Context: an optimization exercise on an open-source flow, tuned for small area and a short achievable clock period. The choices shown serve that exercise and are no tape-out recipe. At most, simulation tests tie the RTL to the original design; equivalence was not proved. Power figures rest on the tool's default switching activity, not on a simulated workload.

==> run a: inputs <==
==> flow/design.v <==
package ahb_pkg;
    localparam logic [1:0] HTRANS_IDLE   = 2'b00;
    localparam logic [1:0] HTRANS_BUSY   = 2'b01;
    localparam logic [1:0] HTRANS_NONSEQ = 2'b10;
    localparam logic [1:0] HTRANS_SEQ    = 2'b11;
    localparam logic HRESP_OKAY  = 1'b0;
    localparam logic HRESP_ERROR = 1'b1;
    localparam logic [2:0] HSIZE_BYTE = 3'b000;
    localparam logic [2:0] HSIZE_HALF = 3'b001;
    localparam logic [2:0] HSIZE_WORD = 3'b010;
endpackage
module ahb_slave_ram #(
    parameter int ADDR_W = 6
) (
    input  logic              clk_i,
    input  logic [3:0]        we_i,      
    input  logic [ADDR_W-1:0] addr_i,
    input  logic [31:0]       wdata_i,
    output logic [31:0]       rdata_o    
);
    localparam int WORDS = 2**ADDR_W;
    logic [31:0]      mem_q [WORDS];
    logic [WORDS-1:0] sel;
    logic [31:0]      rdata_d;
    always_comb begin
        for (int w = 0; w < WORDS; w++) begin
            sel[w] = (addr_i == ADDR_W'(w));
        end
    end
    always_ff @(posedge clk_i) begin
        for (int w = 0; w < WORDS; w++) begin
            for (int b = 0; b < 4; b++) begin
                if (sel[w] && we_i[b]) begin
                    mem_q[w][8*b +: 8] <= wdata_i[8*b +: 8];
                end
            end
        end
    end
    always_comb begin
        rdata_d = 32'd0;
        for (int w = 0; w < WORDS; w++) begin
            rdata_d = rdata_d | (mem_q[w] & {32{sel[w]}});
        end
    end
    always_ff @(posedge clk_i) begin
        rdata_o <= rdata_d;
    end
endmodule
import ahb_pkg::*;
module ahb_slave_mem #(
    parameter int ADDR_W      = 6,
    parameter int WAIT_STATES = 1
) (
    input  logic        Hclk,
    input  logic        Hresetn,
    input  logic        Hsel,
    input  logic [31:0] Haddr,
    input  logic        Hwrite,
    input  logic [2:0]  Hsize,
    input  logic [1:0]  Htrans,
    input  logic        Hready,
    input  logic [31:0] Hwdata,
    output logic        Hready_out,
    output logic        Hresp,
    output logic [31:0] Hrdata
);
    logic              rdy_q;
    logic              err_q;
    logic [3:0]        lwe_q;
    logic [ADDR_W-1:0] addr_q;      
    logic [3:0]        wbe_q;       
    logic       accept;
    logic       legal;
    logic [3:0] be;
    assign accept = Hsel & Hready & Htrans[1] & rdy_q;
    assign legal = ((Haddr >> (ADDR_W + 2)) == 32'd0)
                 && (Hsize <= HSIZE_WORD)
                 && !((Hsize == HSIZE_HALF) && Haddr[0])
                 && !((Hsize == HSIZE_WORD) && (Haddr[1:0] != 2'b00));
    assign be[0] = Hsize[1] | (Hsize[0] & ~Haddr[1]) | (Haddr[1:0] == 2'd0);
    assign be[1] = Hsize[1] | (Hsize[0] & ~Haddr[1]) | (Haddr[1:0] == 2'd1);
    assign be[2] = Hsize[1] | (Hsize[0] &  Haddr[1]) | (Haddr[1:0] == 2'd2);
    assign be[3] = Hsize[1] | (Hsize[0] &  Haddr[1]) | (Haddr[1:0] == 2'd3);
    always_ff @(posedge Hclk or negedge Hresetn) begin
        if (!Hresetn) begin
            rdy_q <= 1'b1;
            err_q <= 1'b0;
            lwe_q <= 4'd0;
        end else begin
            rdy_q <= ~accept;
            err_q <= (accept & ~legal) | (~rdy_q & err_q);
            lwe_q <= (~rdy_q & ~err_q) ? wbe_q : 4'd0;
        end
    end
    always_ff @(posedge Hclk) begin
        if (rdy_q) begin
            addr_q <= Haddr[ADDR_W+1:2];
            wbe_q  <= Hwrite ? be : 4'd0;
        end
    end
    assign Hready_out = rdy_q;
    assign Hresp      = err_q;
    ahb_slave_ram #(.ADDR_W(ADDR_W)) u_ram (
        .clk_i   (Hclk),
        .we_i    (lwe_q),
        .addr_i  (addr_q),
        .wdata_i (Hwdata),
        .rdata_o (Hrdata)
    );
endmodule
==> flow/flow/run.sh <==
#!/bin/bash
# Layout flow: the standard synthesis, then its logic between the registers
# replaced by a hand-mapped netlist (same registers: names and cell types),
# then the standard ORFS flow from floorplan to finish, with plain buffers
# (not delay cells) on the ports.
set -euo pipefail
R=orfs/results/sky130hd/ahb_slave_mem/base

bash standard.sh synth > synth_standard.log 2>&1
python3 flow/gen_netlist.py $R/1_2_yosys.v > mapped.v 2> gen_netlist.log
cp $R/1_2_yosys.v yosys_standard.v
cp mapped.v $R/1_2_yosys.v
touch $R/1_2_yosys.v $R/1_2_yosys.sdc
rm -f $R/1_synth.odb $R/1_synth.sdc
bash standard.sh "BUFFER_PORTS_ARGS=-buffer_cell sky130_fd_sc_hd__buf_2" finish > flow_finish.log 2>&1
==> flow/flow/gen_netlist.py <==
#!/usr/bin/env python3
"""Hand-mapped gate netlist for ahb_slave_mem.

Reads the standard synthesis netlist (argv[1]) only for its flip-flops: every
register keeps its instance name and cell type, and only the logic between
the registers is rebuilt here:
  * 3-to-8 predecoders and a NOR2 per word give one-hot word selects,
  * a NOR3 per word and lane gives the write enables,
  * per data bit an AO222/AO22-NAND4-NOR3-NAND2 tree reads the selected word,
  * a handful of gates for accept, legality, lane enables and the FSM.
Writes the netlist to stdout.
"""
import re
import sys

P = 'sky130_fd_sc_hd__'
src = open(sys.argv[1]).read()

flops = {}
for cell, inst, pins in re.findall(
        r'(' + P + r'(?:edfxtp|dfxtp|dfrtp|dfstp|dfrbp|dfsbp|dfxbp)_\d)\s+(\S+)\s*\((.*?)\);', src, re.S):
    base = inst.lstrip('\\').split('$')[0]
    q = re.search(r'\.Q\((.*?)\)\s*(?:,|$)', pins.strip(), re.S).group(1).strip()
    if q.startswith('\\'):
        q += ' '
    flops[base] = (cell, inst, q)

out = []
wires = set()
n_gate = [0]


def w(name):
    wires.add(name)
    return name


def g(cell, **pins):
    n_gate[0] += 1
    conn = ', '.join('.%s(%s)' % (k, v) for k, v in pins.items())
    out.append('  %s%s g%d (%s);' % (P, cell, n_gate[0], conn))


def qn(base):
    """The standard netlist's name for the net a register drives."""
    q = flops[base][2]
    if not q.split('[')[0] in PORTNAMES:
        wires.add(q)
    return q


def ff(base, **pins):
    cell, inst, q = flops.pop(base)
    assert pins['Q'] == q, (base, pins['Q'], q)
    conn = ', '.join('.%s(%s)' % (k, v) for k, v in pins.items())
    out.append('  %s %s (%s);' % (cell, inst, conn))


PORTNAMES = {'Hclk', 'Hresetn', 'Hsel', 'Haddr', 'Hwrite', 'Hsize', 'Htrans', 'Hready',
             'Hwdata', 'Hready_out', 'Hresp', 'Hrdata'}
RDY, ERR = qn('rdy_q'), qn('err_q')

# ---- accept, legality, FSM -------------------------------------------------
g('nand4_1', A='Hsel', B='Hready', C='Htrans[1]', D=RDY, Y=w('acc_n'))
g('inv_1', A='acc_n', Y=w('acc'))
for k in range(6):
    a = ['Haddr[%d]' % (8 + 4 * k + j) for j in range(4)]
    g('nor4_1', A=a[0], B=a[1], C=a[2], D=a[3], Y=w('hz%d' % k))
g('nand3_1', A='hz0', B='hz1', C='hz2', Y=w('hnz0'))
g('nand3_1', A='hz3', B='hz4', C='hz5', Y=w('hnz1'))
g('or3_1', A='Hsize[0]', B='Haddr[1]', C='Haddr[0]', X=w('so1'))
g('and3b_1', A_N='Hsize[1]', B='Hsize[0]', C='Haddr[0]', X=w('so3'))
g('a21o_1', A1='Hsize[1]', A2='so1', B1='so3', X=w('sbad'))
g('or4_1', A='hnz0', B='hnz1', C='sbad', D='Hsize[2]', X=w('illegal'))
g('nor2b_1', A=RDY, B_N=ERR, Y=w('err_hold'))
g('a21o_1', A1='acc', A2='illegal', B1='err_hold', X=w('err_d'))
ff('rdy_q', CLK='Hclk', D='acc_n', SET_B='Hresetn', Q=RDY)
ff('err_q', CLK='Hclk', D='err_d', RESET_B='Hresetn', Q=ERR)

# ---- lane enables of the captured transfer ---------------------------------
g('inv_1', A='Haddr[0]', Y=w('ha0_n'))
g('inv_1', A='Haddr[1]', Y=w('ha1_n'))
for b in range(4):
    m = 'Haddr[1]' if b >> 1 else 'ha1_n'
    n = 'Haddr[0]' if b & 1 else 'ha0_n'
    g('or2_1', A='Hsize[0]', B=n, X=w('bt%d' % b))
    g('a21o_1', A1=m, A2='bt%d' % b, B1='Hsize[1]', X=w('be%d' % b))
    g('and2_1', A='Hwrite', B='be%d' % b, X=w('wbe_d%d' % b))
    wbe = qn('wbe_q[%d]' % b)
    ff('wbe_q[%d]' % b, CLK='Hclk', D='wbe_d%d' % b, DE=RDY, Q=wbe)
    g('nor3b_1', A=RDY, B=ERR, C_N=wbe, Y=w('lwe_d%d' % b))
    lwe = qn('lwe_q[%d]' % b)
    ff('lwe_q[%d]' % b, CLK='Hclk', D='lwe_d%d' % b, RESET_B='Hresetn', Q=lwe)
    g('inv_1', A=lwe, Y=w('lwe_n%d' % b))

# ---- word address and decoders ---------------------------------------------
A = [qn('addr_q[%d]' % k) for k in range(6)]
for k in range(6):
    ff('addr_q[%d]' % k, CLK='Hclk', D='Haddr[%d]' % (k + 2), DE=RDY, Q=A[k])
    g('inv_2', A=A[k], Y=w('a_n%d' % k))
for half, base in (('lo', 0), ('hi', 3)):
    for j in range(8):
        lit = [A[base + t] if (j >> t) & 1 else 'a_n%d' % (base + t) for t in range(3)]
        g('nand3_2', A=lit[0], B=lit[1], C=lit[2], Y=w('%s_n%d' % (half, j)))

M = {(wd, i): qn('u_ram.mem_q[%d][%d]' % (wd, i)) for wd in range(64) for i in range(32)}
for wd in range(64):
    g('nor2_2', A='lo_n%d' % (wd % 8), B='hi_n%d' % (wd // 8), Y=w('s%d' % wd))
    for b in range(4):
        g('nor3_1', A='lo_n%d' % (wd % 8), B='hi_n%d' % (wd // 8), C='lwe_n%d' % b,
          Y=w('we%d_%d' % (wd, b)))
        for i in range(8 * b, 8 * b + 8):
            ff('u_ram.mem_q[%d][%d]' % (wd, i), CLK='Hclk', D='Hwdata[%d]' % i,
               DE='we%d_%d' % (wd, b), Q=M[wd, i])

# ---- read tree -------------------------------------------------------------
for i in range(32):
    gs = []
    for t in range(20):
        w0, w1, w2 = 3 * t, 3 * t + 1, 3 * t + 2
        y = w('g%d_%d' % (i, t))
        g('a222oi_1', A1='s%d' % w0, A2=M[w0, i], B1='s%d' % w1, B2=M[w1, i],
          C1='s%d' % w2, C2=M[w2, i], Y=y)
        gs.append(y)
    for t, (w0, w1) in enumerate(((60, 61), (62, 63))):
        y = w('g%d_%d' % (i, 20 + t))
        g('a22oi_1', A1='s%d' % w0, A2=M[w0, i], B1='s%d' % w1, B2=M[w1, i], Y=y)
        gs.append(y)
    ps = []
    for t in range(4):
        y = w('p%d_%d' % (i, t))
        g('nand4_1', A=gs[4 * t], B=gs[4 * t + 1], C=gs[4 * t + 2], D=gs[4 * t + 3], Y=y)
        ps.append(y)
    for t in range(2):
        y = w('p%d_%d' % (i, 4 + t))
        g('nand3_1', A=gs[16 + 3 * t], B=gs[17 + 3 * t], C=gs[18 + 3 * t], Y=y)
        ps.append(y)
    g('nor3_1', A=ps[0], B=ps[1], C=ps[2], Y=w('q%d_0' % i))
    g('nor3_1', A=ps[3], B=ps[4], C=ps[5], Y=w('q%d_1' % i))
    g('nand2_1', A='q%d_0' % i, B='q%d_1' % i, Y=w('rd%d' % i))
    ff('u_ram.rdata_o[%d]' % i, CLK='Hclk', D='rd%d' % i, Q=qn('u_ram.rdata_o[%d]' % i))

if flops:
    sys.exit('flip-flops of the standard synthesis left unmapped: %s' % sorted(flops)[:10])

PORTS = [('input', 'Hclk', 0), ('input', 'Hresetn', 0), ('input', 'Hsel', 0),
         ('input', 'Haddr', 32), ('input', 'Hwrite', 0), ('input', 'Hsize', 3),
         ('input', 'Htrans', 2), ('input', 'Hready', 0), ('input', 'Hwdata', 32),
         ('output', 'Hready_out', 0), ('output', 'Hresp', 0), ('output', 'Hrdata', 32)]
print('module ahb_slave_mem(%s);' % ', '.join(p[1] for p in PORTS))
for d, n, width in PORTS:
    print('  %s %s%s;' % (d, '[%d:0] ' % (width - 1) if width else '', n))
for x in sorted(wires):
    print('  wire %s;' % x)
print('\n'.join(out))
print('endmodule')
==> flow/standard.sh <==
#!/bin/bash
# synth_recipe.tcl (not shown) runs the flow's synth.tcl, then flattens the netlist and writes it again
# the make line also repeats each setting of config.mk as NAME=value (left out here)
make -C /OpenROAD-flow-scripts/flow DESIGN_CONFIG=/design/flow/config.mk WORK_HOME=/design/flow/orfs CLKGATE_MAP_FILE= SYNTH_SCRIPT=/design/flow/synth_recipe.tcl "${@:-finish}"
==> flow/config.mk <==
export PLATFORM = sky130hd
export DESIGN_NAME = ahb_slave_mem
export DESIGN_NICKNAME = ahb_slave_mem
export VERILOG_FILES = /design/flow/design.v
export SDC_FILE = /design/flow/constraint.sdc
export NUM_CORES = 4
export LEC_CHECK = 0
export CAP_MARGIN = 20
export CORE_MARGIN = 2
export CORE_UTILIZATION = 40
export CTS_BUF_LIST = sky130_fd_sc_hd__clkbuf_8 sky130_fd_sc_hd__clkbuf_16
export CTS_CLUSTER_DIAMETER = 100
export CTS_CLUSTER_SIZE = 30
export SETUP_SLACK_MARGIN = 3.4
export SLEW_MARGIN = 20
==> flow/constraint.sdc <==
create_clock -name core_clock -period 6.0 [get_ports {Hclk}]
set_input_delay 1.2000 -clock core_clock [delete_from_list [all_inputs] [get_ports {Hclk}]]
set_output_delay 1.2000 -clock core_clock [all_outputs]
set_load 0.01 [all_outputs]
==> run b (differences from run a) <==
==> flow/design.v, changed modules only <==
module ahb_slave_ram #(
    parameter int ADDR_W = 6
) (
    input  logic                  clk_i,
    input  logic [3:0]            we_i,      
    input  logic [2**(ADDR_W/2)-1:0]          lo_i,      
    input  logic [2**(ADDR_W-ADDR_W/2)-1:0]   hi_i,      
    input  logic [31:0]           wdata_i,
    output logic [31:0]           rdata_o    
);
    localparam int WORDS = 2**ADDR_W;
    localparam int LO_W  = ADDR_W / 2;
    logic [31:0]      mem_q [WORDS];
    logic [WORDS-1:0] sel;
    logic [31:0]      rdata_d;
    always_comb begin
        for (int w = 0; w < WORDS; w++) begin
            sel[w] = lo_i[w % (2**LO_W)] & hi_i[w / (2**LO_W)];
        end
    end
    always_ff @(posedge clk_i) begin
        for (int w = 0; w < WORDS; w++) begin
            for (int b = 0; b < 4; b++) begin
                if (sel[w] && we_i[b]) begin
                    mem_q[w][8*b +: 8] <= wdata_i[8*b +: 8];
                end
            end
        end
    end
    always_comb begin
        rdata_d = 32'd0;
        for (int w = 0; w < WORDS; w++) begin
            rdata_d = rdata_d | (mem_q[w] & {32{sel[w]}});
        end
    end
    always_ff @(posedge clk_i) begin
        rdata_o <= rdata_d;
    end
endmodule
module ahb_slave_mem #(
    parameter int ADDR_W      = 6,
    parameter int WAIT_STATES = 1
) (
    input  logic        Hclk,
    input  logic        Hresetn,
    input  logic        Hsel,
    input  logic [31:0] Haddr,
    input  logic        Hwrite,
    input  logic [2:0]  Hsize,
    input  logic [1:0]  Htrans,
    input  logic        Hready,
    input  logic [31:0] Hwdata,
    output logic        Hready_out,
    output logic        Hresp,
    output logic [31:0] Hrdata
);
    localparam int LO_W = ADDR_W / 2;
    localparam int HI_W = ADDR_W - LO_W;
    logic            busy_q;
    logic            err_q;
    logic [3:0]      lwe_q;
    logic [2**LO_W-1:0] lo_q;      
    logic [2**HI_W-1:0] hi_q;      
    logic [3:0]      wbe_q;        
    logic       accept;
    logic       legal;
    logic [3:0] be;
    assign accept = Hsel & Hready & Htrans[1] & ~busy_q;
    assign legal = ((Haddr >> (ADDR_W + 2)) == 32'd0)
                 && (Hsize <= HSIZE_WORD)
                 && !((Hsize == HSIZE_HALF) && Haddr[0])
                 && !((Hsize == HSIZE_WORD) && (Haddr[1:0] != 2'b00));
    assign be[0] = Hsize[1] | (Hsize[0] & ~Haddr[1]) | (Haddr[1:0] == 2'd0);
    assign be[1] = Hsize[1] | (Hsize[0] & ~Haddr[1]) | (Haddr[1:0] == 2'd1);
    assign be[2] = Hsize[1] | (Hsize[0] &  Haddr[1]) | (Haddr[1:0] == 2'd2);
    assign be[3] = Hsize[1] | (Hsize[0] &  Haddr[1]) | (Haddr[1:0] == 2'd3);
    always_ff @(posedge Hclk or negedge Hresetn) begin
        if (!Hresetn) begin
            busy_q <= 1'b0;
            err_q  <= 1'b0;
            lwe_q  <= 4'd0;
        end else begin
            busy_q <= accept;
            err_q  <= (accept & ~legal) | (busy_q & err_q);
            lwe_q  <= (busy_q & ~err_q) ? wbe_q : 4'd0;
        end
    end
    always_ff @(posedge Hclk) begin
        if (!busy_q) begin
            lo_q  <= (2**LO_W)'(1) << Haddr[2 +: LO_W];
            hi_q  <= (2**HI_W)'(1) << Haddr[2 + LO_W +: HI_W];
            wbe_q <= Hwrite ? be : 4'd0;
        end
    end
    assign Hready_out = ~busy_q;
    assign Hresp      = err_q;
    ahb_slave_ram #(.ADDR_W(ADDR_W)) u_ram (
        .clk_i   (Hclk),
        .we_i    (lwe_q),
        .lo_i    (lo_q),
        .hi_i    (hi_q),
        .wdata_i (Hwdata),
        .rdata_o (Hrdata)
    );
endmodule
--- a/flow/flow/gen_netlist.py
+++ b/flow/flow/gen_netlist.py
@@ -4,8 +4,9 @@
 Reads the standard synthesis netlist (argv[1]) only for its flip-flops: every
 register keeps its instance name and cell type, and only the logic between
 the registers is rebuilt here:
-  * 3-to-8 predecoders and a NOR2 per word give one-hot word selects,
-  * a NOR3 per word and lane gives the write enables,
+  * the one-hot halves of the word address come from registers; a NAND2 and
+    an inverter per word give the word selects,
+  * a NOR2 per word and lane gives the write enables,
   * per data bit an AO222/AO22-NAND4-NOR3-NAND2 tree reads the selected word,
   * a handful of gates for accept, legality, lane enables and the FSM.
 Writes the netlist to stdout.
@@ -58,11 +59,12 @@
 
 PORTNAMES = {'Hclk', 'Hresetn', 'Hsel', 'Haddr', 'Hwrite', 'Hsize', 'Htrans', 'Hready',
              'Hwdata', 'Hready_out', 'Hresp', 'Hrdata'}
-RDY, ERR = qn('rdy_q'), qn('err_q')
+BUSY, ERR = qn('busy_q'), qn('err_q')
+RDY = 'Hready_out'
 
 # ---- accept, legality, FSM -------------------------------------------------
-g('nand4_1', A='Hsel', B='Hready', C='Htrans[1]', D=RDY, Y=w('acc_n'))
-g('inv_1', A='acc_n', Y=w('acc'))
+g('inv_2', A=BUSY, Y=RDY)
+g('and4b_1', A_N=BUSY, B='Hsel', C='Hready', D='Htrans[1]', X=w('acc'))
 for k in range(6):
     a = ['Haddr[%d]' % (8 + 4 * k + j) for j in range(4)]
     g('nor4_1', A=a[0], B=a[1], C=a[2], D=a[3], Y=w('hz%d' % k))
@@ -72,14 +74,15 @@
 g('and3b_1', A_N='Hsize[1]', B='Hsize[0]', C='Haddr[0]', X=w('so3'))
 g('a21o_1', A1='Hsize[1]', A2='so1', B1='so3', X=w('sbad'))
 g('or4_1', A='hnz0', B='hnz1', C='sbad', D='Hsize[2]', X=w('illegal'))
-g('nor2b_1', A=RDY, B_N=ERR, Y=w('err_hold'))
+g('and2_1', A=BUSY, B=ERR, X=w('err_hold'))
 g('a21o_1', A1='acc', A2='illegal', B1='err_hold', X=w('err_d'))
-ff('rdy_q', CLK='Hclk', D='acc_n', SET_B='Hresetn', Q=RDY)
+ff('busy_q', CLK='Hclk', D='acc', RESET_B='Hresetn', Q=BUSY)
 ff('err_q', CLK='Hclk', D='err_d', RESET_B='Hresetn', Q=ERR)
 
 # ---- lane enables of the captured transfer ---------------------------------
 g('inv_1', A='Haddr[0]', Y=w('ha0_n'))
 g('inv_1', A='Haddr[1]', Y=w('ha1_n'))
+LWE_N = []
 for b in range(4):
     m = 'Haddr[1]' if b >> 1 else 'ha1_n'
     n = 'Haddr[0]' if b & 1 else 'ha0_n'
@@ -88,27 +91,31 @@
     g('and2_1', A='Hwrite', B='be%d' % b, X=w('wbe_d%d' % b))
     wbe = qn('wbe_q[%d]' % b)
     ff('wbe_q[%d]' % b, CLK='Hclk', D='wbe_d%d' % b, DE=RDY, Q=wbe)
-    g('nor3b_1', A=RDY, B=ERR, C_N=wbe, Y=w('lwe_d%d' % b))
+    g('and3b_1', A_N=ERR, B=BUSY, C=wbe, X=w('lwe_d%d' % b))
     lwe = qn('lwe_q[%d]' % b)
     ff('lwe_q[%d]' % b, CLK='Hclk', D='lwe_d%d' % b, RESET_B='Hresetn', Q=lwe)
-    g('inv_1', A=lwe, Y=w('lwe_n%d' % b))
+    g('inv_4', A=lwe, Y=w('lwe_n%d' % b))
+    LWE_N.append('lwe_n%d' % b)
 
-# ---- word address and decoders ---------------------------------------------
-A = [qn('addr_q[%d]' % k) for k in range(6)]
-for k in range(6):
-    ff('addr_q[%d]' % k, CLK='Hclk', D='Haddr[%d]' % (k + 2), DE=RDY, Q=A[k])
-    g('inv_2', A=A[k], Y=w('a_n%d' % k))
-for half, base in (('lo', 0), ('hi', 3)):
+# ---- one-hot word address --------------------------------------------------
+for k in range(2, 8):
+    g('inv_1', A='Haddr[%d]' % k, Y=w('han%d' % k))
+ONEHOT = {}
+for half, base in (('lo', 2), ('hi', 5)):
     for j in range(8):
-        lit = [A[base + t] if (j >> t) & 1 else 'a_n%d' % (base + t) for t in range(3)]
-        g('nand3_2', A=lit[0], B=lit[1], C=lit[2], Y=w('%s_n%d' % (half, j)))
+        # NOR of the literals that are 0 exactly when Haddr[base+2:base] == j
+        lit = ['han%d' % (base + t) if (j >> t) & 1 else 'Haddr[%d]' % (base + t) for t in range(3)]
+        g('nor3_1', A=lit[0], B=lit[1], C=lit[2], Y=w('%s_d%d' % (half, j)))
+        q = qn('%s_q[%d]' % (half, j))
+        ff('%s_q[%d]' % (half, j), CLK='Hclk', D='%s_d%d' % (half, j), DE=RDY, Q=q)
+        ONEHOT[half, j] = q
 
 M = {(wd, i): qn('u_ram.mem_q[%d][%d]' % (wd, i)) for wd in range(64) for i in range(32)}
 for wd in range(64):
-    g('nor2_2', A='lo_n%d' % (wd % 8), B='hi_n%d' % (wd // 8), Y=w('s%d' % wd))
+    g('nand2_1', A=ONEHOT['lo', wd % 8], B=ONEHOT['hi', wd // 8], Y=w('s_n%d' % wd))
+    g('inv_4', A='s_n%d' % wd, Y=w('s%d' % wd))
     for b in range(4):
-        g('nor3_1', A='lo_n%d' % (wd % 8), B='hi_n%d' % (wd // 8), C='lwe_n%d' % b,
-          Y=w('we%d_%d' % (wd, b)))
+        g('nor2_1', A='s_n%d' % wd, B=LWE_N[b], Y=w('we%d_%d' % (wd, b)))
         for i in range(8 * b, 8 * b + 8):
             ff('u_ram.mem_q[%d][%d]' % (wd, i), CLK='Hclk', D='Hwdata[%d]' % i,
                DE='we%d_%d' % (wd, b), Q=M[wd, i])
--- a/flow/config.mk
+++ b/flow/config.mk
@@ -7,9 +7,9 @@
 export LEC_CHECK = 0
 export CAP_MARGIN = 20
 export CORE_MARGIN = 2
-export CORE_UTILIZATION = 40
+export CORE_UTILIZATION = 55
 export CTS_BUF_LIST = sky130_fd_sc_hd__clkbuf_8 sky130_fd_sc_hd__clkbuf_16
 export CTS_CLUSTER_DIAMETER = 100
 export CTS_CLUSTER_SIZE = 30
-export SETUP_SLACK_MARGIN = 3.4
+export SETUP_SLACK_MARGIN = 3.5
 export SLEW_MARGIN = 20
==> comparison <==
Run b finished clean. Run a finished clean.
In run b the combinational power is larger than in run a, by about 4%.
Clock power is about the same in run b and run a.
In run a the critical path depth is higher than in run b, by 2.
In run b the global-route usage is higher than in run a, by 5.9 points.
Of run b and run a, run a has the higher final area (gap about 8%, measured against run a).
In run a the routed wire length is higher than in run b, by about 10%.
In run a the sequential share of layout area is lower than in run b, by 6.3 points.
In run a the die area is higher than in run b, by 37%.
==> figures <==
Result of the run: run b finished clean; run a finished clean
Worst-case setup margin in the final layout: run b 3.31 ns; run a 3.20 ns
Source of the worst register-to-register timing path: run b lo_q[6]; run a addr_q[1]
Post-Route WL: run b 203000 µm; run a 224000 µm
Total number of nets in the final design: run b 3897; run a 4319
Pre-CTS setup slack: run b 2.37 ns; run a 2.07 ns
Number of gates resized after cts: run b 287; run a 310
WL/cell: run b 35.9 µm; run a 33.5 µm
Final GP Congestion: run b 0.837; run a 0.824
Via density per instance: run b 7.14; run a 6.45
Metal1 wirelength: run b 75300 µm; run a 82900 µm
Pwr Density: run b 303 nW/µm²; run a 278 nW/µm²
Detailed router's first-iteration violation count: run b 8717; run a 8963
Total core area: run b 132000 µm²; run a 181000 µm²
Fin Hold WS: run b 0.250 ns; run a 0.276 ns
Synthesized instance count: run b 3542; run a 3468
Biggest fanout along the worst timing path: run b 16; run a 17
Met3 Use GR: run b 0.0607; run a 0.0498
The RTL of run a was laid out without a check of its function.

[afterwards: timing with drivers on the ports]
Ports are ideal in the flow. The routed layouts listed here were re-timed in OpenROAD.
Step 1 (the two cells are an assumption about what drives the block):
set clk [get_ports {Hclk}]
set_driving_cell -lib_cell sky130_fd_sc_hd__clkbuf_16 $clk
set_driving_cell -lib_cell sky130_fd_sc_hd__buf_2 [delete_from_list [all_inputs] $clk]
Step 2 moves the port delays by t, midway between the first and last clock arrival at a register: inputs arrive t later, outputs are due t later. That takes back most of the time a late clock gives input paths.
Slacks: ideal / step 1 / step 2; pairs: ideal / step 1.
run | t, ns | setup slack, ns | latest minus earliest clock arrival (ns) | slew at the worst register clock pin (ns) | pins driven straight from the clock port
run a | 0.794 | 3.197 / 3.197 / 3.197 | 0.032 / 0.031 | 0.12 / 0.12 | 1
run b | 0.809 | 3.312 / 3.312 / 3.312 | 0.043 / 0.043 | 0.11 / 0.11 | 1
After both steps setup and hold are still met in every run listed.
